This is an optimization exercise on Yosys and OpenROAD, whose aim is small area, a short achievable clock period and few clock cycles per item, not a production implementation. Function was checked by simulation only, so behaviour that the tests miss may differ from the original. Power figures rest on the tool's default switching activity, not on a simulated workload.

Design rc_stick_conditioner, start of the top module:
module rc_stick_conditioner (
    input  wire logic        i_clk,
    input  wire logic        i_rst_n,
    input  wire logic        i_in_valid,
    output logic             o_in_ready,
    input  wire logic [11:0] i_adc_stick_down,
    input  wire logic [11:0] i_adc_roll,
    input  wire logic [11:0] i_adc_yaw,
    input  wire logic [11:0] i_adc_stick_up,
    input  wire logic [11:0] i_adc_aux_three,
    input  wire logic [11:0] i_adc_aux_one,
    input  wire logic [11:0] i_adc_aux_two,
    output logic             o_out_valid,
    input  wire logic        i_out_ready,
    output logic [10:0]      o_filtered_throttle,
    output logic [10:0]      o_filtered_yaw,
    output logic [10:0]      o_filtered_pitch,
    output logic [10:0]      o_filtered_roll,
    output logic [10:0]      o_filtered_aux_one,
    output logic [10:0]      o_filtered_aux_two,
    output logic [10:0]      o_filtered_aux_three,
    input  wire logic        i_cfg_we,
    input  wire logic [2:0]  i_cfg_idx,
    input  wire logic [9:0]  i_cfg_data
);
Size: ~4,800 cells after synthesis, about 850 flip-flops, about 180 I/O pins, roughly 47,000 µm² of cells after synthesis.
==> flow/config.mk <==
export PLATFORM = sky130hd
export DESIGN_NAME = rc_stick_conditioner
export DESIGN_NICKNAME = rc_stick_conditioner
export VERILOG_FILES = /design/flow/design.v
export SDC_FILE = /design/flow/constraint.sdc
export NUM_CORES = 4
export LEC_CHECK = 0
export ABC_AREA = 1
export CAP_MARGIN = 20
export CORE_MARGIN = 2
export CORE_UTILIZATION = 45
export CTS_BUF_LIST = sky130_fd_sc_hd__clkbuf_4 sky130_fd_sc_hd__clkbuf_8
export PLACE_DENSITY = 0.6
export SLEW_MARGIN = 20
==> flow/constraint.sdc <==
create_clock -name core_clock -period 10.0 [get_ports {i_clk}]
set_input_delay 2.0000 -clock core_clock [delete_from_list [all_inputs] [get_ports {i_clk}]]
set_output_delay 2.0000 -clock core_clock [all_outputs]
set_load 0.01 [all_outputs]
standard.sh (not shown) runs the stock make flow with config.mk's settings and CLKGATE_MAP_FILE= SYNTH_SCRIPT=/design/flow/synth_recipe.tcl, a recipe that flattens the netlist after the stock synthesis.
==> flow/flow/run.sh <==
#!/bin/bash
# The standard layout (standard.sh), with timing repair aimed at a 4.0 ns
# period (setup slack margin 6.0 ns at the fixed 10 ns clock) and plain
# buf_1 port buffers. Each tool's output goes to its own log here.
set -euo pipefail
bash standard.sh SETUP_SLACK_MARGIN=6.0 "BUFFER_PORTS_ARGS=-buffer_cell sky130_fd_sc_hd__buf_1" finish > standard_flow.log 2>&1
Testbench counts at the start, summed over its fixed seeds: cycles 16,032, items 16,000.
Then changed:
==> flow/flow/run.sh (replaced) <==
#!/bin/bash
# The standard layout (standard.sh), with timing repair aimed at a 3.8 ns
# period (setup slack margin 6.2 ns at the fixed 10 ns clock) and plain
# buf_1 port buffers. Each tool's output goes to its own log here.
set -euo pipefail
bash standard.sh SETUP_SLACK_MARGIN=6.2 "BUFFER_PORTS_ARGS=-buffer_cell sky130_fd_sc_hd__buf_1" finish > standard_flow.log 2>&1
Settings changed: CORE_UTILIZATION 45 to 55, PLACE_DENSITY 0.6 to 0.7.
Effect: Area after synthesis does not change. Non-clock buffer count climbs by 87. Maximum frequency is lower by about 1.8%. Sequential power stays flat. Power climbs by about 3.4%.
Then changed:
==> flow/flow/run.sh (replaced) <==
#!/bin/bash
# The standard layout (standard.sh), with timing repair aimed at a 4.0 ns
# period (setup slack margin 6.0 ns at the fixed 10 ns clock) and plain
# buf_1 port buffers. Each tool's output goes to its own log here.
set -euo pipefail
bash standard.sh SETUP_SLACK_MARGIN=6.0 "BUFFER_PORTS_ARGS=-buffer_cell sky130_fd_sc_hd__buf_1" finish > standard_flow.log 2>&1
Settings changed: CORE_UTILIZATION 55 to 50, CTS_CLUSTER_DIAMETER from default to 60, CTS_CLUSTER_SIZE from default to 20, PLACE_DENSITY 0.7 to 0.65.
Wire length decreases by about 2.8%.
Count of clock-buffer cells in the layout is lower by 105.
Area after synthesis stays the same.
Critical path depth shrinks by 3.
Maximum frequency rises by 1.4%.
First-iteration DRC count increases by about 10%.
Hold slack improves by 0.019 ns.
Global-route usage falls by 2.6 points.
Then changed:
Settings changed: CTS_CLUSTER_DIAMETER 60 to default, CTS_CLUSTER_SIZE 20 to default.
Result: Synthesized cell count is unchanged. Utilization increases by 1.0 points. Clock-buffer cell count increases by 105.

========
the baseline:
Starting RTL as in the previous note.
==> flow/config.mk <==
export PLATFORM = sky130hd
export DESIGN_NAME = rc_stick_conditioner
export DESIGN_NICKNAME = rc_stick_conditioner
export VERILOG_FILES = /design/flow/design.v
export SDC_FILE = /design/flow/constraint.sdc
export NUM_CORES = 4
export LEC_CHECK = 0
export ABC_AREA = 1
export CAP_MARGIN = 20
export CORE_MARGIN = 2
export CORE_UTILIZATION = 50
export CTS_BUF_LIST = sky130_fd_sc_hd__clkbuf_4 sky130_fd_sc_hd__clkbuf_8
export CTS_CLUSTER_DIAMETER = 50
export CTS_CLUSTER_SIZE = 14
export PLACE_DENSITY = 0.65
export SLEW_MARGIN = 20
==> flow/constraint.sdc <==
create_clock -name core_clock -period 10.0 [get_ports {i_clk}]
set_input_delay 2.0000 -clock core_clock [delete_from_list [all_inputs] [get_ports {i_clk}]]
set_output_delay 2.0000 -clock core_clock [all_outputs]
set_load 0.01 [all_outputs]
==> flow/flow/run.sh <==
#!/bin/bash
# The standard layout (standard.sh), with timing repair aimed at a 4.0 ns
# period (setup slack margin 6.0 ns at the fixed 10 ns clock) and plain
# buf_1 port buffers. Each tool's output goes to its own log here.
set -euo pipefail
bash standard.sh SETUP_SLACK_MARGIN=6.0 "BUFFER_PORTS_ARGS=-buffer_cell sky130_fd_sc_hd__buf_1" finish > standard_flow.log 2>&1
Testbench counts of the baseline, summed over its fixed seeds: cycles 16,032, items 16,000.
For the candidate, these inputs were changed with respect to the baseline:
Settings: changing CTS_CLUSTER_SIZE from 14 to 20; changing CTS_CLUSTER_DIAMETER from 50 to 60; changing CTS_BUF_LIST from sky130_fd_sc_hd__clkbuf_4 sky130_fd_sc_hd__clkbuf_8 to sky130_fd_sc_hd__clkbuf_8 sky130_fd_sc_hd__clkbuf_16.
[summary]
Re sequential share of layout area: the candidate and the baseline aren't equal, and the lower value belongs to the candidate. Multi-input combinational cell count essentially unchanged between the baseline and the candidate. Taking the baseline as the reference point, the post-route minimum period of the candidate rises by 0.069 ns. Sort the candidate and the baseline by number of clock buffers in the layout asc -> top: the candidate. Comparing the candidate and the baseline, maximum frequency is higher on the baseline.

## separate check: timing with driven ports
In the flow no input, the clock included, has a driving cell. The finished layouts below were timed again as built, in two steps.
Step 1: set_driving_cell puts a clkbuf_16 on i_clk and a buf_2 on each other input, an assumption about the parent block.
Step 2, shift: input delay + t, output delay - t, t = (earliest + latest rising clock arrival at the registers) / 2. This alone moves slack from input paths to output paths.
Slacks: no drivers / after step 1 / after step 2; pairs: no drivers / after step 1.
run | t (ns) | slack for setup (ns) | worst setup path at the end | latest minus earliest clock arrival (ns)
the first run of note 1 | 0.846 | 6.158 / 6.189 / 5.343 | input to register | 0.053 / 0.052
the second run of note 1 | 0.853 | 6.088 / 6.088 / 5.290 | input to register | 0.043 / 0.043
the third run of note 1 | 0.788 | 6.143 / 6.140 / 5.395 | input to register | 0.052 / 0.053
the fourth run of note 1 | 0.853 | 6.160 / 6.109 / 5.346 | input to register | 0.030 / 0.030
the baseline | 0.805 | 6.062 / 6.079 / 5.273 | input to register | 0.052 / 0.053
the candidate | 0.708 | 5.993 / 6.014 / 5.307 | input to register | 0.039 / 0.039
After both steps setup and hold are still met in every run listed. The setup slack of the first run of note 1, which loses most, moves by +0.031 ns with the drivers and by -0.815 ns with both steps.
